Background: an optimization exercise with open tools, aiming at small area, a short achievable clock period and few clock cycles per item. Do not read the settings as production practice. Where RTL was checked, it was by simulation tests only, not by an equivalence proof against the original. Power is estimated from default activity; no workload was simulated.

==> flow/design.v (excerpt) <==
module ordered_list_engine_top (
    input  logic                            clk,
    input  logic                            rst_n,
    input  logic                            start,
    output logic                            busy,
    input  logic [ole_pkg::KIND_W-1:0]      kind,
    input  logic [ole_pkg::KEY_W-1:0]       key,
    input  logic [ole_pkg::VALUE_W-1:0]     value,
    input  logic [ole_pkg::INDEX_W-1:0]     index,
    output logic                            done,
    output logic [ole_pkg::STATUS_W-1:0]    status,
    output logic [ole_pkg::POSITION_W-1:0]  position,
    output logic [ole_pkg::RDATA_W-1:0]     read_data,
    output logic [ole_pkg::COUNT_W-1:0]     count
);
    logic                   v0;
    logic [KIND_W-1:0]      kind0;
    logic [DATA_WIDTH-1:0]  value0;
    logic [IDX_W-1:0]       idx0;
    logic [CAPACITY-1:0]    m0;         
    logic                   eqv0;       
    logic                   v1;
    logic [KIND_W-1:0]      kind1;
    logic [DATA_WIDTH-1:0]  value1;
  ...
For scale: roughly 3000 cells after synthesis, ~120 I/O pins, about 38000 um2 of cells after synthesis.
make LEC_CHECK=0 CAP_MARGIN=20 CORE_MARGIN=2 CORE_UTILIZATION=30 SETUP_SLACK_MARGIN=4.0 SLEW_MARGIN=20 finish   # period 7.0 ns
run.sh (not shown) runs the stock make flow with config.mk's settings and CLKGATE_MAP_FILE= SYNTH_SCRIPT=/design/flow/synth_recipe.tcl, a recipe that flattens the netlist after the stock synthesis.
The first run produced a clean layout.
Rerun with:
Settings changed: SETUP_SLACK_MARGIN 4.0 to not set.
Result:
- utilization fell by 2.5 points
- hold slack improved by 0.022 ns
- synthesized area is unchanged
- setup slack got worse by 0.88 ns
- combinational power fell by 18%
- total power fell by 3.1%
- wire length fell by 9.2%
- via count fell by 6.3%
- register-to-register slack got worse by 0.88 ns
- maximum frequency fell by 21%
- clock skew rose by 0.013 ns
Rerun with:
Settings changed: ABC_CLOCK_PERIOD_IN_PS set to 3000, SETUP_SLACK_MARGIN set to 4.0.
After rerunning:
- The new run passed the timing, design-rule and antenna checks
- design area came out higher by 7.3%
- fmax came out higher by 27%
- count of clock-buffer cells in the layout climbs by 12
- total power increases by 3.2%
- via count climbs by 6.7%
- synthesized area stays the same
- clock power hardly moves
No functional check of the RTL was part of any run of this note.

---

ordered_list_engine_top, a different RTL version from the one above (not shown whole).
Size in the first run: ~3000 cells after synthesis, roughly 120 I/O pins, ~38000 um^2 of cells after synthesis.
export LEC_CHECK = 0
export CAP_MARGIN = 20
export CORE_MARGIN = 2
export CORE_UTILIZATION = 52
export SETUP_SLACK_MARGIN = 4.2
export SLEW_MARGIN = 20
export TNS_END_PERCENT = 20
create_clock -name core_clock -period 7.0 [get_ports {clk}]
standard.sh (not shown) runs the stock make flow with config.mk's settings and CLKGATE_MAP_FILE= SYNTH_SCRIPT=/design/flow/synth_recipe.tcl, a recipe that flattens the netlist after the stock synthesis.
==> flow/flow/run.sh <==
#!/bin/bash
# The standard layout, with the port buffers that buffer_ports inserts made
# plain buffers (buf_4) instead of the delay cell it picks by default.
set -euo pipefail
export BUFFER_PORTS_ARGS="-buffer_cell sky130_fd_sc_hd__buf_4"
bash standard.sh > standard.log 2>&1
Testbench counts at the start, summed over its fixed seeds: cycles 16,032, items 16,000.
==> next run, changes <==
==> flow/run.sh (new file) <==
#!/bin/bash
# synth_recipe.tcl (not shown) runs the flow's synth.tcl, then flattens the netlist and writes it again
# the make line also repeats each setting of config.mk as NAME=value (left out here)
make -C /OpenROAD-flow-scripts/flow DESIGN_CONFIG=/design/flow/config.mk WORK_HOME=/design/flow/orfs CLKGATE_MAP_FILE= SYNTH_SCRIPT=/design/flow/synth_recipe.tcl finish
- CORE_UTILIZATION: 52 -> 55
- SETUP_SLACK_MARGIN: 4.2 -> 4.5
- TNS_END_PERCENT: 20 -> not set
removed: flow/flow/run.sh
removed: flow/standard.sh
Effect: With this change the flow failed in global routing (5_1_grt) (GRT-0232). Area after synthesis stays the same. Synthesized cell count stays the same.
==> next run, changes <==
- SETUP_SLACK_MARGIN: 4.5 -> 4.0
After rerunning: The new run completed without violations; synthesized area stays the same; synthesized cell count does not change.
==> next run, changes <==
==> flow/flow/run.sh (new file) <==
#!/bin/bash
# The standard layout, with the port buffers that buffer_ports inserts made
# plain buffers (buf_4) instead of the delay cell it picks by default.
set -euo pipefail
export BUFFER_PORTS_ARGS="-buffer_cell sky130_fd_sc_hd__buf_4"
bash standard.sh > standard.log 2>&1
==> flow/standard.sh (new file) <==
#!/bin/bash
# synth_recipe.tcl (not shown) runs the flow's synth.tcl, then flattens the netlist and writes it again
# the make line also repeats each setting of config.mk as NAME=value (left out here)
make -C /OpenROAD-flow-scripts/flow DESIGN_CONFIG=/design/flow/config.mk WORK_HOME=/design/flow/orfs CLKGATE_MAP_FILE= SYNTH_SCRIPT=/design/flow/synth_recipe.tcl "${@:-finish}"
- CORE_UTILIZATION: 55 -> 45
- SETUP_SLACK_MARGIN: 4.0 -> 4.3
removed: flow/run.sh
Effect: Die area grows by 22%. Non-clock buffer count grows by 43. Routed wire length grows by 5.3%. Maximum frequency grows by 16%. Via count grows by 1.3%. Final area grows by 2.7%. Area after synthesis is unchanged. Clock-buffer cell count grows by 10.

---

north:
Starting RTL as in the previous note.
clock: 7.0 ns
lec_check: 0
cap_margin: 20
core_margin: 2
core_utilization: 55
cts_buf_list: sky130_fd_sc_hd__clkbuf_4 sky130_fd_sc_hd__clkbuf_8
setup_slack_margin: 4.0
slew_margin: 20
==> flow/flow/run.sh <==
#!/bin/bash
# The standard layout, with the port buffers that buffer_ports inserts made
# plain buffers (buf_4) instead of the delay cell it picks by default.
set -euo pipefail
export BUFFER_PORTS_ARGS="-buffer_cell sky130_fd_sc_hd__buf_4"
bash standard.sh > standard.log 2>&1
Testbench counts of north, summed over its fixed seeds: cycles 16,032, items 16,000.
Changes in south relative to north:
diff --git a/flow/config.mk b/flow/config.mk
--- a/flow/config.mk
+++ b/flow/config.mk
@@ -9,5 +9,7 @@
 export CORE_MARGIN = 2
-export CORE_UTILIZATION = 55
+export CORE_UTILIZATION = 50
 export CTS_BUF_LIST = sky130_fd_sc_hd__clkbuf_4 sky130_fd_sc_hd__clkbuf_8
-export SETUP_SLACK_MARGIN = 4.0
+export CTS_CLUSTER_SIZE = 20
+export SETUP_SLACK_MARGIN = 4.3
 export SLEW_MARGIN = 20
+export TNS_END_PERCENT = 20
==> comparison <==
The run showing the greater first-pass GRT wire length is south. Setup WNS north -> south: better. The required arrival time at the worst endpoint in south sits 0.08 ns above the value recorded for north. Share of layout cells above drive strength 1 (higher): south. Part of the total power dissipated in combinational logic delta for south relative to north: 2.2 points higher. Count of placed standard cells in the final layout, fillers left out is lower on north.
> inputs changed (south -> east)
diff --git a/flow/config.mk b/flow/config.mk
--- a/flow/config.mk
+++ b/flow/config.mk
@@ -9,7 +9,4 @@
 export CORE_MARGIN = 2
-export CORE_UTILIZATION = 50
-export CTS_BUF_LIST = sky130_fd_sc_hd__clkbuf_4 sky130_fd_sc_hd__clkbuf_8
-export CTS_CLUSTER_SIZE = 20
-export SETUP_SLACK_MARGIN = 4.3
+export CORE_UTILIZATION = 55
+export SETUP_SLACK_MARGIN = 4.0
 export SLEW_MARGIN = 20
-export TNS_END_PERCENT = 20
==> run notes <==
A last element of the critical path of rdata3[9] is what south shows, while m0[14] belongs to east.
Looking at non-clock buffer count, east sits below south.
Summary of east over south: remaining antenna violation count after routing saw little to no change; number of antenna violations at the first check in global routing fell 5.
The run with more setup slack is east; south has less.
Re overflow left after global routing: no difference whatsoever between east and south.
Taking south as the reference, in east sum of met2 wire segment lengths after detailed routing went down; critical path depth did not really move; placer's final routability congestion estimate went up.
--- input diff east..west ---
==> flow/flow/run.sh <==
#!/bin/bash
# The standard layout, with the port buffers that buffer_ports inserts made
# plain buffers (buf_2) instead of the delay cell it picks by default.
set -euo pipefail
export BUFFER_PORTS_ARGS="-buffer_cell sky130_fd_sc_hd__buf_2"
bash standard.sh > standard.log 2>&1
diff --git a/flow/config.mk b/flow/config.mk
--- a/flow/config.mk
+++ b/flow/config.mk
@@ -10,2 +10,3 @@
 export CORE_UTILIZATION = 55
+export CTS_BUF_LIST = sky130_fd_sc_hd__clkbuf_4 sky130_fd_sc_hd__clkbuf_8
 export SETUP_SLACK_MARGIN = 4.0
First-iteration DRC count: west worse than east. The final layout from west, which completed every stage, passed the timing, design-rule and antenna checks at the end of the flow. Going from east to west, proportion of synthesized area in mux cells stayed essentially flat; clock latency at the later pin of the worst-skew pair rose 0.17 ns; worst setup margin saw a decrease; sequential share of layout area now sits at about the same level; clock-cell share of area up 0.33 points.

---

ordered_list_engine_top, a different RTL version from the one above (not shown whole).
For scale: ~3,000 cells after synthesis, about 120 I/O pins, about 37,000 um2 of cells after synthesis.
make LEC_CHECK=0 CAP_MARGIN=20 CORE_MARGIN=2 CORE_UTILIZATION=30 SLEW_MARGIN=20 finish   # period 7.0 ns
run.sh (not shown) runs the stock make flow with config.mk's settings and CLKGATE_MAP_FILE= SYNTH_SCRIPT=/design/flow/synth_recipe.tcl, a recipe that flattens the netlist after the stock synthesis.
Stock flow here: none of the scripts above is used.
The first run produced a clean layout.
Edit:
Settings changed: SETUP_SLACK_MARGIN set to 3.5.
Via count went up by 8.7%. Sequential power barely changes. Global-route usage came out higher by 1.9 points.
No run of this note included a check of the RTL's function; only the layout flow was run.

afterwards: timing with drivers on the ports:
No port has a modelled driver above. Below, the same layouts with a new extraction and two added sets of constraints.
Step 1 assumes that a clkbuf_16 drives the clock port and a buf_2 every other input.
Step 2 times the ports against the registers' clock, not the clock port: input delays grow and output delays shrink by t, the midpoint of the rising clock arrivals with the driver on.
Three values: no drivers, after step 1, after step 2; two values: the first two.
| run | t (ns) | setup WS [ns] | worst setup path after step 2 | worst register clock-pin slew, ns | pins driven straight from the clock port |
|---|---|---|---|---|---|
| the first run of note 1 | 0.750 | 3.723 / 3.723 / 3.000 | input to register | 0.07 / 0.07 | 1 |
| the second run of note 1 | 0.738 | 2.841 / 2.841 / 2.352 | input to register | 0.08 / 0.08 | 1 |
| the third run of note 1 | 0.750 | 3.723 / 3.723 / 3.000 | input to register | 0.07 / 0.07 | 1 |
| the first run of note 2 | 0.724 | 3.904 / 3.952 / 3.228 | input to register | 0.07 / 0.07 | 1 |
| the third run of note 2 | 0.729 | 3.667 / 3.714 / 2.985 | input to register | 0.07 / 0.07 | 1 |
| the fourth run of note 2 | 0.736 | 4.123 / 4.166 / 3.431 | input to register | 0.07 / 0.07 | 1 |
| north | 0.817 | 3.769 / 3.811 / 2.994 | input to register | 0.07 / 0.07 | 1 |
| south | 0.901 | 3.824 / 3.824 / 2.998 | input to register | 0.07 / 0.07 | 1 |
| east | 0.725 | 3.878 / 3.928 / 3.203 | input to register | 0.07 / 0.07 | 1 |
| west | 0.890 | 3.808 / 3.853 / 2.963 | input to register | 0.07 / 0.07 | 1 |
| the first run of note 4 | 0.760 | 1.736 / 1.736 / 1.736 | register to register | 0.07 / 0.07 | 1 |
| the second run of note 4 | 0.726 | 3.192 / 3.192 / 2.620 | input to register | 0.08 / 0.08 | 1 |
After both steps every run listed still meets setup and hold. For west, which loses most, drivers alone change the setup slack by +0.045 ns; drivers and shift together by -0.845 ns.
